Context: an optimization exercise on an open-source flow, tuned for small area and a short achievable clock period. The choices shown serve that exercise and are no tape-out recipe. In this exercise RTL edits were held to simulation tests only and were not proved equivalent to the original. Power figures rest on the tool's default switching activity, not on a simulated workload.

==> flow/design.v <==
package zs_pkg;
	typedef logic [7-1:0]   strip_addr_t;
	typedef logic [12-1:0] sample_t;
	typedef enum logic [1:0]
	{
		BEAT_HDR   = 2'd0,
		BEAT_STRIP = 2'd1,
		BEAT_TRL   = 2'd2
	} beat_kind_e;
	typedef struct packed
	{
		beat_kind_e            kind;
		logic [13-1:0]  data;
		sample_t               baseline;
	} frame_beat_t;
	typedef struct packed
	{
		logic                  we;
		strip_addr_t           addr;
		sample_t               data;
	} thr_write_t;
	typedef struct packed
	{
		beat_kind_e            kind;
		logic [13-1:0]  data;
		sample_t               baseline;
		strip_addr_t           addr;
	} strip_stage_t;
	typedef struct packed
	{
		logic [2:0]                zero;
		logic                      base_msb;
		logic [13-1:0]      data;
		logic [4-1:0]    ch_id;
	} hdr_word_t;
	typedef struct packed
	{
		logic [1:0]                tag;	 
		strip_addr_t               addr;
		sample_t                   value;
	} hit_word_t;
	typedef struct packed
	{
		logic [1:0]                tag;	 
		logic [1:0]                zero;
		logic [5-1:0] module_id;
		sample_t                   data;
	} trl_a_word_t;
	typedef struct packed
	{
		logic [1:0]                tag;	 
		logic [12-2:0]   base_lo;
		logic [7:0]                count;
	} trl_b_word_t;
	typedef union packed
	{
		hdr_word_t                 hdr;
		hit_word_t                 hit;
		trl_a_word_t               trl_a;
		trl_b_word_t               trl_b;
	} out_word_u;
endpackage
`timescale 1ns/1ps
module threshold_ram
(
	input  logic        CLK,
	input  logic [19:0] thr_wr,	 
	input  logic        hdr_pass,	 
	input  logic        strip_pass,	 
	input  logic [6:0]  strip_cnt,	 
	input  logic [4:0]  strip_row1,	 
	output logic [11:0] thr_cur	 
);
	logic [128-1:0][11:0] mem;
	logic [3:0][11:0]            nxt;	 
	logic [4:0]                  row1;	 
	logic [3:0][11:0]            rd;
	function automatic logic [11:0] mux4(input logic [11:0] d3, input logic [11:0] d2,
		input logic [11:0] d1, input logic [11:0] d0, input logic [1:0] s);
		mux4 = s[1] ? (s[0] ? d3 : d2) : (s[0] ? d1 : d0);
	endfunction
	genvar i, b;
	generate
		for (i = 0; i < 128; i++)
		begin : g_row
			always_ff @(posedge CLK)
			begin
				if (thr_wr[19] && thr_wr[18:12] == 7'(i))
					mem[i] <= thr_wr[11:0];
			end
		end
	endgenerate
	assign row1 = strip_row1;
	logic [3:0][7:0][11:0] t1;
	logic [3:0][1:0][11:0] t2;
	generate
		for (b = 0; b < 4; b++)
		begin : g_rd
			for (i = 0; i < 8; i++)
			begin : g_t1
				assign t1[b][i] = mux4(mem[16*i+12+b], mem[16*i+8+b], mem[16*i+4+b], mem[16*i+b], row1[1:0]);
			end
			for (i = 0; i < 2; i++)
			begin : g_t2
				assign t2[b][i] = mux4(t1[b][4*i+3], t1[b][4*i+2], t1[b][4*i+1], t1[b][4*i], row1[3:2]);
			end
			assign rd[b] = row1[4] ? t2[b][1] : t2[b][0];
		end
	endgenerate
	assign thr_cur = mux4(nxt[3], nxt[2], nxt[1], nxt[0], strip_cnt[1:0]);
	generate
		for (b = 0; b < 4; b++)
		begin : g_bank
			always_ff @(posedge CLK)
			begin
				if (hdr_pass)
					nxt[b] <= (thr_wr[19] && thr_wr[18:12] == 7'(b)) ? thr_wr[11:0] : mem[b];
				else if (strip_pass && strip_cnt[1:0] == 2'(b))
					nxt[b] <= rd[b];
			end
		end
	endgenerate
endmodule
`timescale 1ns/1ps
`timescale 1ns/1ps
`timescale 1ns/1ps
module output_buffer
(
	input  logic        CLK,
	input  logic        wr_en,
	input  logic [7:0]  wr_ptr,
	input  logic [19:0] wr_slot,
	input  logic        wr_near,	 
	input  logic        rd_en,
	input  logic [7:0]  rd_ptr,
	input  logic [5:0]  rd_row1,	 
	output logic [19:0] rd_slot	 
);
	logic [255:0][19:0] mem;
	logic [3:0][19:0]   nxt;
	logic [3:0][19:0]   rd;
	logic [5:0]         row1;
	function automatic logic [19:0] mux4(input logic [19:0] d3, input logic [19:0] d2,
		input logic [19:0] d1, input logic [19:0] d0, input logic [1:0] s);
		mux4 = s[1] ? (s[0] ? d3 : d2) : (s[0] ? d1 : d0);
	endfunction
	genvar i, b;
	generate
		for (i = 0; i < 256; i++)
		begin : g_row
			always_ff @(posedge CLK)
			begin
				if (wr_en && wr_ptr == 8'(i))
					mem[i] <= wr_slot;
			end
		end
	endgenerate
	assign row1 = rd_row1;
	logic [3:0][15:0][19:0] t1;
	logic [3:0][3:0][19:0]  t2;
	generate
		for (b = 0; b < 4; b++)
		begin : g_rd
			for (i = 0; i < 16; i++)
			begin : g_t1
				assign t1[b][i] = mux4(mem[16*i+12+b], mem[16*i+8+b], mem[16*i+4+b], mem[16*i+b], row1[1:0]);
			end
			for (i = 0; i < 4; i++)
			begin : g_t2
				assign t2[b][i] = mux4(t1[b][4*i+3], t1[b][4*i+2], t1[b][4*i+1], t1[b][4*i], row1[3:2]);
			end
			assign rd[b] = mux4(t2[b][3], t2[b][2], t2[b][1], t2[b][0], row1[5:4]);
		end
	endgenerate
	assign rd_slot = mux4(nxt[3], nxt[2], nxt[1], nxt[0], rd_ptr[1:0]);
	generate
		for (b = 0; b < 4; b++)
		begin : g_bank
			always_ff @(posedge CLK)
			begin
				if (wr_en && wr_near && wr_ptr[1:0] == 2'(b))
					nxt[b] <= wr_slot;
				else if (rd_en && rd_ptr[1:0] == 2'(b))
					nxt[b] <= rd[b];
			end
		end
	endgenerate
endmodule
`timescale 1ns/1ps
module zs_top
(
	input  logic                       CLK,
	input  logic                       RSTb,
	input  logic                       all_clear,
	input  logic                       in_valid,
	output logic                       in_ready,
	input  zs_pkg::frame_beat_t                in_beat,
	input  zs_pkg::thr_write_t                 thr_wr,
	input  logic                       base_sub_en,
	input  logic [4-1:0]     ch_id,
	input  logic [5-1:0] module_id,
	output logic                       out_valid,
	input  logic                       out_ready,
	output zs_pkg::out_word_u                  out_word,
	output logic [9-1:0]      used_words,
	output logic                       overflow_seen,
	output logic                       framing_error,
	input  logic                       ev_read,
	output logic                       event_present
);
	logic        rdy_q;
	logic        in_ready_q;	 
	logic        ev_open;
	logic [6:0]  strip_cnt;
	logic        s1_valid;
	logic        fe_q;
	logic [1:0]  s1_kind;
	logic [12:0] s1_data;	 
	logic [11:0] s1_base;
	logic        s1_hit;
	logic        wr_valid;
	logic        out_last;
	logic        trl_second;
	logic [19:0] wr_slot;
	logic [7:0]  wptr, rptr;
	logic [8:0]  used_q;
	logic [5:0]  rrow1;	 
	logic        wf_q;	 
	logic        ovf_q;
	logic [4:0]  ev_cnt;
	logic        evp_q;
	logic        ov_q;
	logic [20:0] out_q;
	logic [7:0]  rcnt;
	logic [1:0]  in_kind;
	logic        full, out_free, s1_trl, s1_ready, s1_free;
	logic        accept, in_hdr, pass, stray;
	assign in_kind  = in_beat[26:25];
	assign full     = used_q[8];	 
	assign out_free = !wr_valid || !full;
	assign s1_trl   = s1_kind == 2'd2;
	assign s1_ready = out_free && !(s1_valid && s1_trl && !trl_second);
	assign s1_free  = !s1_valid || s1_ready;
	assign accept   = in_valid && in_ready_q;
	assign in_hdr   = in_kind == 2'd0;
	assign pass     = accept && (in_hdr || ev_open);
	assign stray    = accept && !in_hdr && !ev_open;
	always_ff @(posedge CLK or negedge RSTb)
	begin
		if (!RSTb)
		begin
			rdy_q    <= 1'b0;
			ev_open  <= 1'b0;
			s1_valid <= 1'b0;
			fe_q     <= 1'b0;
		end
		else if (all_clear)
		begin
			ev_open  <= 1'b0;
			s1_valid <= 1'b0;
			fe_q     <= 1'b0;
		end
		else
		begin
			rdy_q <= 1'b1;
			if (s1_free)
				s1_valid <= pass;
			if (stray)
				fe_q <= 1'b1;
			if (pass)
			begin
				if (in_hdr)
					ev_open <= 1'b1;
				else if (in_kind != 2'd1)
					ev_open <= 1'b0;
			end
		end
	end
	logic [4:0] strip_row1;	 
	always_ff @(posedge CLK)
	begin
		if (pass)
		begin
			if (in_hdr)
			begin
				strip_cnt  <= '0;
				strip_row1 <= 5'd1;
			end
			else if (in_kind == 2'd1)
			begin
				strip_cnt <= strip_cnt + 1'b1;
				if (strip_cnt[1:0] == 2'd3)
					strip_row1 <= strip_row1 + 1'b1;
			end
		end
	end
	logic [11:0] thr_cur;
	logic [13:0] diff;
	logic        hit0;
	threshold_ram i_thr (
		.CLK(CLK), .thr_wr(thr_wr),
		.hdr_pass(pass && in_hdr), .strip_pass(pass && in_kind == 2'd1),
		.strip_cnt(strip_cnt), .strip_row1(strip_row1), .thr_cur(thr_cur)
	);
	assign diff = {1'b0, in_beat[24:12]} - {2'b00, (base_sub_en ? in_beat[11:0] : 12'd0)};
	assign hit0 = !diff[13] && diff[11:0] > thr_cur;
	always_ff @(posedge CLK)
	begin
		if (s1_free)
		begin
			s1_kind <= in_kind;
			s1_data <= (in_kind == 2'd1) ? {in_beat[24], diff[11:0]} : in_beat[24:12];
			s1_base <= in_beat[11:0];
			s1_hit  <= hit0;
		end
	end
	logic        is_hit;
	logic        s1_strip;
	logic [6:0]  s1_addr;
	logic [19:0] nxt_slot;
	assign is_hit   = s1_hit;
	assign s1_strip = s1_kind == 2'd1;
	assign s1_addr  = strip_cnt - 1'b1;	 
	always_comb
	begin
		nxt_slot = '0;
		case (s1_kind)
			2'd0:    nxt_slot = {2'b00, 4'b0000, s1_base[11], s1_data};
			2'd1:    nxt_slot = {1'b1, s1_addr, s1_data[11:0]};
			default: nxt_slot = trl_second ? {3'b011, 6'b000000, s1_base[10:0]}
			                               : {3'b010, 5'b00000, s1_data[11:0]};
		endcase
	end
	always_ff @(posedge CLK or negedge RSTb)
	begin
		if (!RSTb)
		begin
			wr_valid   <= 1'b0;
			out_last   <= 1'b0;
			trl_second <= 1'b0;
		end
		else if (all_clear)
		begin
			wr_valid   <= 1'b0;
			out_last   <= 1'b0;
			trl_second <= 1'b0;
		end
		else if (out_free)
		begin
			wr_valid <= s1_valid && (!s1_strip || is_hit);
			out_last <= s1_valid && s1_trl && trl_second;
			if (s1_valid && s1_trl)
				trl_second <= !trl_second;
		end
	end
	always_ff @(posedge CLK)
	begin
		if (out_free)
			wr_slot <= nxt_slot;
	end
	logic        wr_fire, pop, nonempty, load, ev_done;
	logic [19:0] rd_slot;
	logic [8:0]  used_n;
	logic [4:0]  ev_n;
	assign wr_fire  = wf_q;	 
	assign pop      = ov_q && out_ready;
	assign nonempty = used_q != {8'd0, ov_q};	 
	assign load     = nonempty && (!ov_q || out_ready);
	assign ev_done  = wr_fire && out_last;
	output_buffer i_buf (
		.CLK(CLK), .wr_en(wr_fire), .wr_ptr(wptr), .wr_slot(wr_slot),
		.wr_near(used_q <= {7'd0, ov_q, ~ov_q, ~ov_q} || (used_q == {6'd0, 1'b1, 1'b0, ov_q} && load)),
		.rd_en(load), .rd_ptr(rptr), .rd_row1(rrow1), .rd_slot(rd_slot)
	);
	always_comb
	begin
		case ({wr_fire, pop})
			2'b10:   used_n = used_q + 1'b1;
			2'b01:   used_n = used_q - 1'b1;
			default: used_n = used_q;
		endcase
		ev_n = ev_cnt;
		if (ev_done && ev_cnt != '1)
			ev_n = ev_cnt + 1'b1;
		else if (ev_read && ev_cnt != '0)
			ev_n = ev_cnt - 1'b1;
	end
	always_ff @(posedge CLK or negedge RSTb)
	begin
		if (!RSTb)
		begin
			wptr   <= '0;
			rptr   <= '0;
			ov_q   <= 1'b0;
			used_q <= '0;
			rrow1  <= 6'd1;
			ovf_q  <= 1'b0;
			ev_cnt <= '0;
			evp_q  <= 1'b0;
		end
		else if (all_clear)
		begin
			wptr   <= '0;
			rptr   <= '0;
			ov_q   <= 1'b0;
			used_q <= '0;
			rrow1  <= 6'd1;
			ovf_q  <= 1'b0;
			ev_cnt <= '0;
			evp_q  <= 1'b0;
		end
		else
		begin
			if (wr_fire)
				wptr <= wptr + 1'b1;
			if (load)
			begin
				rptr <= rptr + 1'b1;
				if (rptr[1:0] == 2'd3)
					rrow1 <= rrow1 + 1'b1;
			end
			if (load)
				ov_q <= 1'b1;
			else if (pop)
				ov_q <= 1'b0;
			used_q <= used_n;
			if (full)
				ovf_q <= 1'b1;
			ev_cnt <= ev_n;
			evp_q  <= ev_n != '0;
		end
	end
	logic        r_hit, r_hdr, r_trlb;
	logic [20:0] dec_word;
	assign r_hit  = rd_slot[19];
	assign r_hdr  = !rd_slot[19] && !rd_slot[18];
	assign r_trlb = !rd_slot[19] && rd_slot[18] && rd_slot[17];
	always_comb
	begin
		if (r_hit)
			dec_word = {2'b01, rd_slot[18:0]};
		else if (r_hdr)
			dec_word = {3'b000, rd_slot[13:0], ch_id};
		else if (r_trlb)
			dec_word = {2'b11, rd_slot[10:0], rcnt};
		else
			dec_word = {2'b10, 2'b00, module_id, rd_slot[11:0]};
	end
	always_ff @(posedge CLK)
	begin
		if (load)
		begin
			out_q <= dec_word;
			if (r_hdr)
				rcnt <= 8'd2;
			else if (r_hit)
				rcnt <= rcnt + 1'b1;
		end
	end
	logic rdy_n, s1v_n, s1trl_n, wrv_n, trl2_n, ir_n;
	always_comb
	begin
		rdy_n   = all_clear ? rdy_q : 1'b1;
		s1v_n   = all_clear ? 1'b0 : (s1_free ? pass : s1_valid);
		s1trl_n = s1_free ? (in_kind == 2'd2) : s1_trl;
		if (all_clear)
		begin
			wrv_n  = 1'b0;
			trl2_n = 1'b0;
		end
		else if (out_free)
		begin
			wrv_n  = s1_valid && (!s1_strip || is_hit);
			trl2_n = (s1_valid && s1_trl) ? !trl_second : trl_second;
		end
		else
		begin
			wrv_n  = wr_valid;
			trl2_n = trl_second;
		end
		ir_n = rdy_n && (!s1v_n
			|| ((!wrv_n || !(all_clear ? 1'b0 : used_n[8])) && !(s1trl_n && !trl2_n)));
	end
	always_ff @(posedge CLK or negedge RSTb)
	begin
		if (!RSTb)
		begin
			in_ready_q <= 1'b0;
			wf_q       <= 1'b0;
		end
		else
		begin
			in_ready_q <= ir_n;
			wf_q       <= wrv_n && !(all_clear ? 1'b0 : used_n[8]);
		end
	end
	assign in_ready      = in_ready_q;
	assign out_valid     = ov_q;
	assign out_word      = out_q;
	assign used_words    = used_q;
	assign overflow_seen = ovf_q;
	assign framing_error = fe_q;
	assign event_present = evp_q;
endmodule
==> flow/flow/run.sh <==
#!/bin/bash
set -euo pipefail
bash standard.sh MATCH_CELL_FOOTPRINT=0 finish > standard_make.log 2>&1
==> flow/standard.sh <==
#!/bin/bash
# synth_recipe.tcl (not shown) runs the flow's synth.tcl, then flattens the netlist and writes it again
# the make line also repeats each setting of config.mk as NAME=value (left out here)
make -C /OpenROAD-flow-scripts/flow DESIGN_CONFIG=/design/flow/config.mk WORK_HOME=/design/flow/orfs CLKGATE_MAP_FILE= SYNTH_SCRIPT=/design/flow/synth_recipe.tcl "${@:-finish}"
==> flow/config.mk <==
export PLATFORM = sky130hd
export DESIGN_NAME = zs_top
export DESIGN_NICKNAME = zs_top
export VERILOG_FILES = /design/flow/design.v
export SDC_FILE = /design/flow/constraint.sdc
export NUM_CORES = 4
export LEC_CHECK = 0
export CAP_MARGIN = 20
export CORE_MARGIN = 2
export CORE_UTILIZATION = 40
export PLACE_DENSITY = 0.7
export SETUP_SLACK_MARGIN = 2.2
export SLEW_MARGIN = 20
export SYNTH_MEMORY_MAX_BITS = 8192
==> flow/constraint.sdc <==
create_clock -name core_clock -period 5.0 [get_ports {CLK}]
set_input_delay 1.0000 -clock core_clock [delete_from_list [all_inputs] [get_ports {CLK}]]
set_output_delay 1.0000 -clock core_clock [all_outputs]
set_load 0.01 [all_outputs]
==> impl_metrics.py, run 1 <==
metrics = {
    "run_status": {
        "status": "no timing/DRC/antenna violations",
    },
    "setup_path": {
        "r2r_slack_ns": 1.79,
        "start_kind": "register",
        "endpoint_kind": "register",
        "critPathMaxFanout": 6,
        "worstSetupPathType": "reg -> reg",
        "worstPathArrival_ns": 4.10,
        "required_ns": 5.89,
    },
    "timing": {
        "worst-slew-pin-transition_ns": 1.30,
        "finalSetupTns_ns": 0,
        "fin_crit_ns": 3.21,
        "clock_skew_ns": 0.116,
        "post-route-period-util_pct": 64.3,
        "report.final.setup_viol": 0,
        "grt_setup_unrepaired": "yes",
        "max_slew_margin_pct": 13.1,
        "max_freq_ghz": 0.311,
        "finalHoldViolations": 0,
        "drv_slew": 0,
    },
    "yosys": {
        "synthFlopType": "edfxtp_1",
        "synth_fp_nets": 12500,
        "ys_seq_area_share_pct": 77.3,
        "ys_ff_latch": 6915,
        "avgSynthCellArea_sq_um": 21.6,
        "async_flop_share_pct": 0.607,
        "yosys_warnings": 3,
        "synth_area_sq_um": 268000,
        "synth_cell_types": 81,
        "synth_edf_count": 6825,
        "synthCells": 12400,
    },
    "route": {
        "drtAntennaViolNets": 0,
        "num_vias": 138000,
        "drc": 0,
        "vias_per_cell": 5.96,
        "first_pass_iters": 7,
        "totalWireLength_microns": 740000,
        "wl_per_cell_microns": 32.0,
        "drtIter0Drc": 20200,
    },
    "worst_hold_path": {
        "worstHoldPathType": "in -> reg",
    },
    "clocking": {
        "cts.path.max_buffers": 4,
        "clkLatencyLatePin_ns": 1.13,
        "cts_buffers": 663,
        "clkSlewWorstSetupHoldPaths_ns": 0.06,
        "clock_sinks": 6915,
        "h-tree-depth": 6,
        "cts_tree": "built",
        "root_buffer": "clkbuf_16",
    },
    "floorplanning": {
        "start_util_pct": 40.1,
        "rows": 300,
        "die-area_sq_um": 676000,
        "core_sq_um": 667000,
        "design.portCount": 98,
        "die_height_microns": 822,
        "die_w_microns": 822,
    },
    "layout": {
        "final_core_util_pct": 47.6,
        "final_layout_size_suffix_gt1_share_pct": 33.5,
        "design_area_sq_um": 317000,
        "nets": 13800,
        "final_cell_count_no_fill": 23100,
        "areaGrowthSynthToFinish_pct": 18.6,
    },
    "pwr": {
        "pwr_density_cell_nw_per_um2": 380,
        "power_leakage_nw": 103,
        "ir_worst_vdd_mv": 0.385,
    },
    "placement": {
        "dp.cells": 21500,
        "io_buffer_count": 97,
        "dpl.hpwl_microns": 420000,
        "placed_area_sq_um": 285000,
        "place_congestion": 0.889,
    },
    "global_route": {
        "overflow": 0,
        "grt_pass1_vias": 134000,
        "antenna_found_initial": 26,
        "grt_max_degree": 189,
        "grt_pass1_wl_microns": 1030000,
        "grt_util_all_layers_pct": 21.1,
    },
    "job": {
        "cap_violations": 0,
    },
}
-- kinds of logic (layout without fill, tap and decap cells) --
family | count (synthesis) | count (layout) | synth area share (%)
mux | 2311 | 2312 | 15.9
other cells | 0 | 11 | 0
simple gates | 1081 | 1084 | 1.77
compound gates | 1200 | 1202 | 3.20
xor+xnor | 45 | 45 | 0.147
fa+ha+maj | 58 | 58 | 0.277
flops | 6915 | 6915 | 77.3
buf+inv | 764 | 2608 | 1.40
-- repair_timing --
action	in CTS	in global routing
endpoints found under the hold margin	15	0
pin swaps	177	120
gates cloned	82	19
hold buffers	1	0
setup endpoints to repair	2072	488
resized for setup	901	241
buffers inserted	258	102
-- through the flow --
step / hold slack, ns / power (W) / setup slack (ns)
final: 0.197 / 0.121 / 1.79
after global routing: 0.171 / 0.123 / 1.78
after CTS: 0.114 / 0.121 / 1.83
after global placement: 0.436 / 0.0716 / 0.209
after detailed placement: 0.440 / 0.0718 / 0.194
after floorplan: 0.422 / 0.0693 / 0.881
-- power by group --
part | switching, W | leakage [nW] | total (W) | internal, W
Sequential | 0.000433 | 62.7 | 0.0652 | 0.0648
Clock | 0.0218 | 10.3 | 0.0494 | 0.0276
Combinational | 0.00416 | 30.2 | 0.00612 | 0.00197
Total | 0.0264 | 103 | 0.121 | 0.0944
-- flip-flops by register name, summed over array words and instances, names as in the netlist, 2 cells and up --
name / flops
strip_cnt: 7
s1_base: 12
i_buf.nxt: 80
s1_data: 13
strip_row1: 5
ev_cnt: 5
i_thr.mem: 1536
rptr: 2
s1_kind: 2
used_q: 9
i_buf.mem: 5120
rrow1: 6
i_thr.nxt: 48
rcnt: 8
out_q: 21
wr_slot: 20
wptr: 8
-- cells in the mapped netlist (44+ instances only) --
| cell | count | area share (%) |
|---|---|---|
| edfxtp_1 | 6825 | 77 |
| mux4_2 | 1542 | 13 |
| mux2i_1 | 648 | 2.4 |
| nor2_1 | 527 | 0.74 |
| clkbuf_1 | 358 | 0.50 |
| nand2_1 | 248 | 0.35 |
| buf_2 | 188 | 0.35 |
| a211oi_1 | 171 | 0.48 |
| o22ai_1 | 158 | 0.37 |
| a22oi_1 | 157 | 0.44 |
| a21oi_1 | 150 | 0.28 |
| o21ai_1 | 112 | 0.21 |
| o221ai_1 | 98 | 0.32 |
| mux2_2 | 88 | 0.37 |
| a22o_1 | 81 | 0.26 |
| buf_4 | 81 | 0.23 |
| nor2b_1 | 78 | 0.18 |
| nor3_1 | 62 | 0.12 |
| ha_1 | 56 | 0.26 |
| buf_1 | 49 | 0.069 |
| nand3_1 | 49 | 0.092 |
| dfxtp_1 | 48 | 0.36 |
| o21ai_0 | 44 | 0.082 |
-- path summary, 6_finish.rpt --
kind / start / to / depth (start not counted)
max: rrow1[0] / i_buf.nxt[28] / 9
min: in_beat[3] / s1_base[3] / 1
max reg2reg: rrow1[0] / i_buf.nxt[28] / 9
min reg2reg: rdy_q / rdy_q / 2
max in group asynchronous: RSTb / wf_q / 2
min in group asynchronous: RSTb / rptr[1] / 2
-- critical path, cell delays in order (launching register included) --
cell and delay (ns):
dfstp_4 0.70, buf_12 0.18, buf_12 0.12, clkbuf_16 0.14, mux4_2 0.53, mux2i_4 0.22
nor2_1 0.12, a2111oi_4 0.51, a211oi_2 0.12, a211o_1 0.29
-- layout make-up --
type	instances	area, sq um
Tap cell	8909	11100
Antenna cell	11	27.5
Inverter	43	188
Fill cell	52700	350000
Multi-Input combinational cell	4701	62400
Clock inverter	366	3570
Timing Repair Buffer	1374	15600
Clock buffer	825	17500
Sequential cell	6915	207000
-- layout by cell type (no fill, tap or decap), drive strengths merged, types with 14 or more instances in the layout --
cell type      instances
edfxtp              6825
mux4                1543
buf                 1215
clkbuf               903
mux2i                648
nor2                 528
clkinv               263
nand2                248
a211oi               171
o22ai                158
a22oi                157
o21ai                156
a21oi                150
mux2                 121
o221ai                98
a22o                  81
nor2b                 80
inv                   74
nor3                  62
ha                    56
bufinv                51
nand3                 50
dfxtp                 48
dlymetal6s2s          41
dfrtp                 41
clkdlybuf4s50         39
a2111oi               35
a211o                 34
a221o                 31
nor4                  29
a221oi                25
xnor2                 23
xor2                  22
clkinvlp              21
and2                  20
a21o                  19
a32oi                 16
nand3b                14
-- metal layers --
layer	global-route usage [%]	part of all wire [%]	vias up	wire, microns
met5	0.212	0.042	-	312
met4	7.86	4.3	15	31900
met1	28.2	37	72900	271000
met3	5.34	12	1303	86700
met2	33.4	47	8964	350000
li1	-	-	54800	-
==> run 2, diff against run 1 <==
--- a/flow/design.v
+++ b/flow/design.v
@@ -129,6 +129,8 @@
 	input  logic        CLK,
 	input  logic        wr_en,
 	input  logic [7:0]  wr_ptr,
+	input  logic [15:0] wr_hi,	 
+	input  logic [15:0] wr_lo,	 
 	input  logic [19:0] wr_slot,
 	input  logic        wr_near,	 
 	input  logic        rd_en,
@@ -150,7 +152,7 @@
 		begin : g_row
 			always_ff @(posedge CLK)
 			begin
-				if (wr_en && wr_ptr == 8'(i))
+				if (wr_hi[i/16] && wr_lo[i%16])
 					mem[i] <= wr_slot;
 			end
 		end
@@ -217,7 +219,8 @@
 	logic [1:0]  s1_kind;
 	logic [12:0] s1_data;	 
 	logic [11:0] s1_base;
-	logic        s1_hit;
+	logic        s1_neg;	 
+	logic [11:0] s1_thr;	 
 	logic        wr_valid;
 	logic        out_last;
 	logic        trl_second;
@@ -225,7 +228,11 @@
 	logic [7:0]  wptr, rptr;
 	logic [8:0]  used_q;
 	logic [5:0]  rrow1;	 
+	logic [5:0]  rrow1x;	 
 	logic        wf_q;	 
+	logic [15:0] wen_hi;	 
+	logic [15:0] wlo_x;	 
+	logic [15:0] wlo;
 	logic        ovf_q;
 	logic [4:0]  ev_cnt;
 	logic        evp_q;
@@ -296,14 +303,12 @@
 	end
 	logic [11:0] thr_cur;
 	logic [13:0] diff;
-	logic        hit0;
 	threshold_ram i_thr (
 		.CLK(CLK), .thr_wr(thr_wr),
 		.hdr_pass(pass && in_hdr), .strip_pass(pass && in_kind == 2'd1),
 		.strip_cnt(strip_cnt), .strip_row1(strip_row1), .thr_cur(thr_cur)
 	);
 	assign diff = {1'b0, in_beat[24:12]} - {2'b00, (base_sub_en ? in_beat[11:0] : 12'd0)};
-	assign hit0 = !diff[13] && diff[11:0] > thr_cur;
 	always_ff @(posedge CLK)
 	begin
 		if (s1_free)
@@ -311,14 +316,15 @@
 			s1_kind <= in_kind;
 			s1_data <= (in_kind == 2'd1) ? {in_beat[24], diff[11:0]} : in_beat[24:12];
 			s1_base <= in_beat[11:0];
-			s1_hit  <= hit0;
+			s1_neg  <= diff[13];
+			s1_thr  <= thr_cur;
 		end
 	end
 	logic        is_hit;
 	logic        s1_strip;
 	logic [6:0]  s1_addr;
 	logic [19:0] nxt_slot;
-	assign is_hit   = s1_hit;
+	assign is_hit   = !s1_neg && s1_data[11:0] > s1_thr;
 	assign s1_strip = s1_kind == 2'd1;
 	assign s1_addr  = strip_cnt - 1'b1;	 
 	always_comb
@@ -363,12 +369,13 @@
 	logic [8:0]  used_n;
 	logic [4:0]  ev_n;
 	assign wr_fire  = wf_q;	 
+	assign rrow1    = rrow1x ^ 6'd1;
 	assign pop      = ov_q && out_ready;
 	assign nonempty = used_q != {8'd0, ov_q};	 
 	assign load     = nonempty && (!ov_q || out_ready);
 	assign ev_done  = wr_fire && out_last;
 	output_buffer i_buf (
-		.CLK(CLK), .wr_en(wr_fire), .wr_ptr(wptr), .wr_slot(wr_slot),
+		.CLK(CLK), .wr_en(wr_fire), .wr_ptr(wptr), .wr_hi(wen_hi), .wr_lo(wlo), .wr_slot(wr_slot),
 		.wr_near(used_q <= {7'd0, ov_q, ~ov_q, ~ov_q} || (used_q == {6'd0, 1'b1, 1'b0, ov_q} && load)),
 		.rd_en(load), .rd_ptr(rptr), .rd_row1(rrow1), .rd_slot(rd_slot)
 	);
@@ -393,7 +400,7 @@
 			rptr   <= '0;
 			ov_q   <= 1'b0;
 			used_q <= '0;
-			rrow1  <= 6'd1;
+			rrow1x <= '0;
 			ovf_q  <= 1'b0;
 			ev_cnt <= '0;
 			evp_q  <= 1'b0;
@@ -404,7 +411,7 @@
 			rptr   <= '0;
 			ov_q   <= 1'b0;
 			used_q <= '0;
-			rrow1  <= 6'd1;
+			rrow1x <= '0;
 			ovf_q  <= 1'b0;
 			ev_cnt <= '0;
 			evp_q  <= 1'b0;
@@ -417,7 +424,7 @@
 			begin
 				rptr <= rptr + 1'b1;
 				if (rptr[1:0] == 2'd3)
-					rrow1 <= rrow1 + 1'b1;
+					rrow1x <= (rrow1 + 1'b1) ^ 6'd1;
 			end
 			if (load)
 				ov_q <= 1'b1;
@@ -481,17 +488,28 @@
 		ir_n = rdy_n && (!s1v_n
 			|| ((!wrv_n || !(all_clear ? 1'b0 : used_n[8])) && !(s1trl_n && !trl2_n)));
 	end
+	logic       wf_n;
+	logic [7:0] wptr_n;
+	assign wf_n   = wrv_n && !(all_clear ? 1'b0 : used_n[8]);
+	assign wptr_n = all_clear ? 8'd0 : wptr + {7'd0, wr_fire};
+	assign wlo    = {wlo_x[15:1], ~wlo_x[0]};
 	always_ff @(posedge CLK or negedge RSTb)
 	begin
 		if (!RSTb)
 		begin
 			in_ready_q <= 1'b0;
 			wf_q       <= 1'b0;
+			wen_hi     <= '0;
+			wlo_x      <= '0;
 		end
 		else
 		begin
 			in_ready_q <= ir_n;
-			wf_q       <= wrv_n && !(all_clear ? 1'b0 : used_n[8]);
+			wf_q       <= wf_n;
+			for (int h = 0; h < 16; h++)
+				wen_hi[h] <= wf_n && wptr_n[7:4] == 4'(h);
+			for (int l = 0; l < 16; l++)
+				wlo_x[l] <= (wptr_n[3:0] == 4'(l)) ^ (l == 0);
 		end
 	end
 	assign in_ready      = in_ready_q;
--- a/flow/config.mk
+++ b/flow/config.mk
@@ -7,8 +7,10 @@
 export LEC_CHECK = 0
 export CAP_MARGIN = 20
 export CORE_MARGIN = 2
-export CORE_UTILIZATION = 40
-export PLACE_DENSITY = 0.7
-export SETUP_SLACK_MARGIN = 2.2
+export CORE_UTILIZATION = 65
+export CTS_CLUSTER_DIAMETER = 80
+export CTS_CLUSTER_SIZE = 25
+export PLACE_DENSITY = 0.75
+export SETUP_SLACK_MARGIN = 2.3
 export SLEW_MARGIN = 20
 export SYNTH_MEMORY_MAX_BITS = 8192
==> impl_metrics.py, run 2 <==
metrics = {
    "layout": {
        "largestRegisters": "i_buf.mem: 5120 flops, i_thr.mem: 1536 flops, i_buf.nxt: 80 flops",
        "final_layout_size_suffix_gt1_share_pct": 29.3,
        "final_core_util_pct": 73.3,
        "areaGrowthSynthToFinish_pct": 12.3,
        "final_common_cell": "edfxtp_1",
        "final_cell_count_no_fill": 19300,
        "largest_reg_flops": 5120,
        "nets": 13800,
        "layout_common_cells": "edfxtp_1 (6837), mux4_2 (1490), buf_4 (829)",
        "top_register": "i_buf.mem",
    },
    "yosys": {
        "avgSynthCellArea_sq_um": 21.2,
        "yosys.area_share.simple_pct": 2.18,
        "yosys.area.top_type_share_pct": 76.2,
        "synth_edf_count": 6837,
        "async_flop_share_pct": 1.06,
        "synthTopCellsByArea": "edfxtp_1 (76%), mux4_2 (12%), mux2i_1 (2.0%)",
        "synth_area_sq_um": 269000,
        "yosys-top-cells-count": "edfxtp_1 (6837), mux4_2 (1490), mux2i_1 (547), nor2_1 (434), clkbuf_1 (344)",
        "synth_cell_types": 85,
        "synth_top_family_by_area": "multiplexers",
        "synth_fp_nets": 12800,
        "synth_adder_area_share_pct": 0.284,
        "synthFlopType": "edfxtp_1",
        "yosys_warnings": 3,
        "ys_ff_latch": 6959,
        "ys_seq_area_share_pct": 77.2,
        "synthCells": 12700,
        "synth_most_common_cell": "edfxtp_1",
        "synthMuxAreaShare_pct": 14.9,
        "synth_compound_area_share_pct": 3.72,
        "synth_top_cell_by_area": "edfxtp_1",
        "synth_xor_area_share_pct": 0.163,
    },
    "route": {
        "totalWireLength_microns": 789000,
        "num_vias": 143000,
        "drc": 0,
        "drtIter0Drc": 26400,
        "first_pass_iters": 7,
        "wl_per_cell_microns": 40.9,
        "vias_per_cell": 7.40,
        "drtAntennaViolNets": 0,
    },
    "timing": {
        "finalHoldViolations": 0,
        "grt_setup_unrepaired": "yes",
        "drv_slew": 0,
        "worst-slew-pin-transition_ns": 1.35,
        "report.final.setup_viol": 0,
        "max_freq_ghz": 0.311,
        "post-route-period-util_pct": 64.3,
        "finalSetupTns_ns": 0,
        "clock_skew_ns": 0.0720,
        "fin_crit_ns": 3.22,
        "max_slew_margin_pct": 10.2,
    },
    "setup_path": {
        "start_kind": "register",
        "slowest_stage": "o211ai_1",
        "worstSetupPathType": "reg -> reg",
        "path_cells": "buf_8, nand2_2, buf_6, o211ai_1, a22oi_2, a21oi_1",
        "endpoint_kind": "register",
        "required_ns": 5.86,
        "worstPathArrival_ns": 4.07,
        "critPathMaxFanout": 23,
        "slowest_delay_ns": 0.86,
    },
    "floorplanning": {
        "die_w_microns": 648,
        "die-area_sq_um": 420000,
        "design.portCount": 98,
        "start_util_pct": 65.3,
        "die_height_microns": 648,
        "rows": 236,
        "core_sq_um": 413000,
    },
    "placement": {
        "dp.cells": 18200,
        "io_buffer_count": 97,
        "dpl.hpwl_microns": 446000,
        "place_congestion": 0.964,
    },
    "clocking": {
        "root_buffer": "clkbuf_16",
        "h-tree-depth": 5,
        "cts_buffers": 319,
        "clkLatencyLatePin_ns": 1.03,
        "clock_sinks": 6959,
        "clkSlewWorstSetupHoldPaths_ns": 0.10,
        "cts.path.max_buffers": 4,
        "cts_tree": "built",
    },
    "global_route": {
        "grt_pass1_wl_microns": 1080000,
        "grt_pass1_vias": 138000,
        "overflow": 0,
        "antenna_found_initial": 52,
        "grt_util_all_layers_pct": 37.2,
        "grt_max_degree": 205,
    },
    "run_status": {
        "status": "no timing/DRC/antenna violations",
    },
    "pwr": {
        "pwr_density_cell_nw_per_um2": 334,
        "ir_worst_vdd_mv": 0.450,
        "power_w": 0.101,
        "power_leakage_nw": 93.9,
    },
    "worst_hold_path": {
        "worstHoldPathType": "in -> reg",
    },
    "job": {
        "cap_violations": 0,
    },
}
[run 2: cell types whose count changed after synthesis, moves of 60 or more]
| cell | previous run | this run |
|---|---|---|
| and2_1 | 18 | 250 |
| o21ai_0 | 44 | 189 |
| a21oi_1 | 150 | 269 |
| o21ai_1 | 112 | 9 |
| mux2i_1 | 648 | 547 |
| o22ai_1 | 158 | 252 |
| nor2_1 | 527 | 434 |
| a31oi_1 | 12 | 77 |
| a221oi_1 | 24 | 84 |
[run 2: final timing paths]
path                       depth (start not counted)  startpoint  slack (ns)       endpoint
min                                                2   all_clear        0.45      ev_cnt[1]
max                                                6   rrow1x[5]        1.78  i_buf.nxt[44]
max reg2reg                                        6   rrow1x[5]        1.78  i_buf.nxt[44]
max in group asynchronous                          3        RSTb        3.36      rrow1x[5]
min in group asynchronous                          2        RSTb        0.51           ov_q
min reg2reg                                        1       rdy_q        0.49          rdy_q
[run 2: metrics by stage]
| step | instance area [sq um] | hold slack, ns | worst slack, ns |
|---|---|---|---|
| final | 303000 | 0.449 | 1.78 |
| after global routing | 303000 | 0.426 | 1.85 |
| after CTS | 299000 | 0.379 | 1.92 |
| after detailed placement | 281000 | 0.476 | 0.859 |
| after global placement | 281000 | 0.458 | 0.777 |
| after floorplan | 270000 | 0.425 | 0.881 |
[run 2: final cells by class]
class	instances	area [sq um]
sequential	6959	208000
fill	22000	110000
multi-input combinational	4944	62200
timing repair buffer	1391	16300
clock buffer	416	8520
tap	5474	6850
clock inverter	24	343
inverter	48	225
antenna	29	72.6
[run 2: critical path: cells and delay by family, from the launching register on]
family	cells	cell delay, ns
compound gates	3	1.26
buf+inv	2	0.79
flops	1	0.62
simple gates	1	0.35
[run 2: metal layers]
layer / global-route usage [%] / wire [microns] / vias up
met2: 56.8 / 369000 / 11900
met1: 48.7 / 250000 / 73800
li1: - / - / 54800
met4: 22.9 / 58200 / 14
met5: 0 / 123 / -
met3: 10.0 / 112000 / 2241
[run 2: kinds of logic (layout without fill, tap and decap cells)]
family | after synthesis | in the layout
flops | 6959 | 6959
mux | 2141 | 2143
compound gates | 1482 | 1482
simple gates | 1201 | 1209
buf+inv | 790 | 1879
fa+ha+maj | 60 | 60
xor+xnor | 50 | 50
other cells | 0 | 29
[run 2: timing repair]
item,CTS,global route
setup buffers,287,154
resized for setup,935,389
gates cloned,95,25
pin swaps,133,158
hold endpoints to repair,25,0
endpoints found under the setup margin,308,335
hold buffers,1,0
[run 2: report_power, final]
part,total (W),internal [W],switching [W],leakage [nW]
logic,0.00556,0.00173,0.00383,26.3
clock network,0.0296,0.0121,0.0175,4.29
registers,0.0658,0.0650,0.000742,63.3
total,0.101,0.0789,0.0220,93.9

-- what the ideal ports hide --
The flow's constraints put no driver on any port. The routed layouts listed below were extracted and timed again, unchanged, in two steps.
Step 1: set_driving_cell puts a clkbuf_16 on CLK and a buf_2 on each other input, an assumption about the parent block.
Step 2 moves the port delays by t, midway between the first and last clock arrival at a register: inputs arrive t later, outputs are due t later. That takes back most of the time a late clock gives input paths.
Three values: no drivers, after step 1, after step 2; two values: the first two.
| run | t, ns | setup WS [ns] | hold slack, ns | worst register clock-pin slew, ns | pins driven straight from the clock port |
|---|---|---|---|---|---|
| run 1 | 1.219 | 1.785 / 1.785 / 0.755 | 0.197 / 0.085 / 0.482 | 0.07 / 0.07 | 1 |
| run 2 | 1.129 | 1.783 / 1.783 / 1.042 | 0.449 / 0.339 / 0.489 | 0.11 / 0.11 | 1 |
After both steps every run listed still meets setup and hold. For run 1, which loses most, drivers alone change the setup slack by 0.000 ns; drivers and shift together by -1.030 ns.
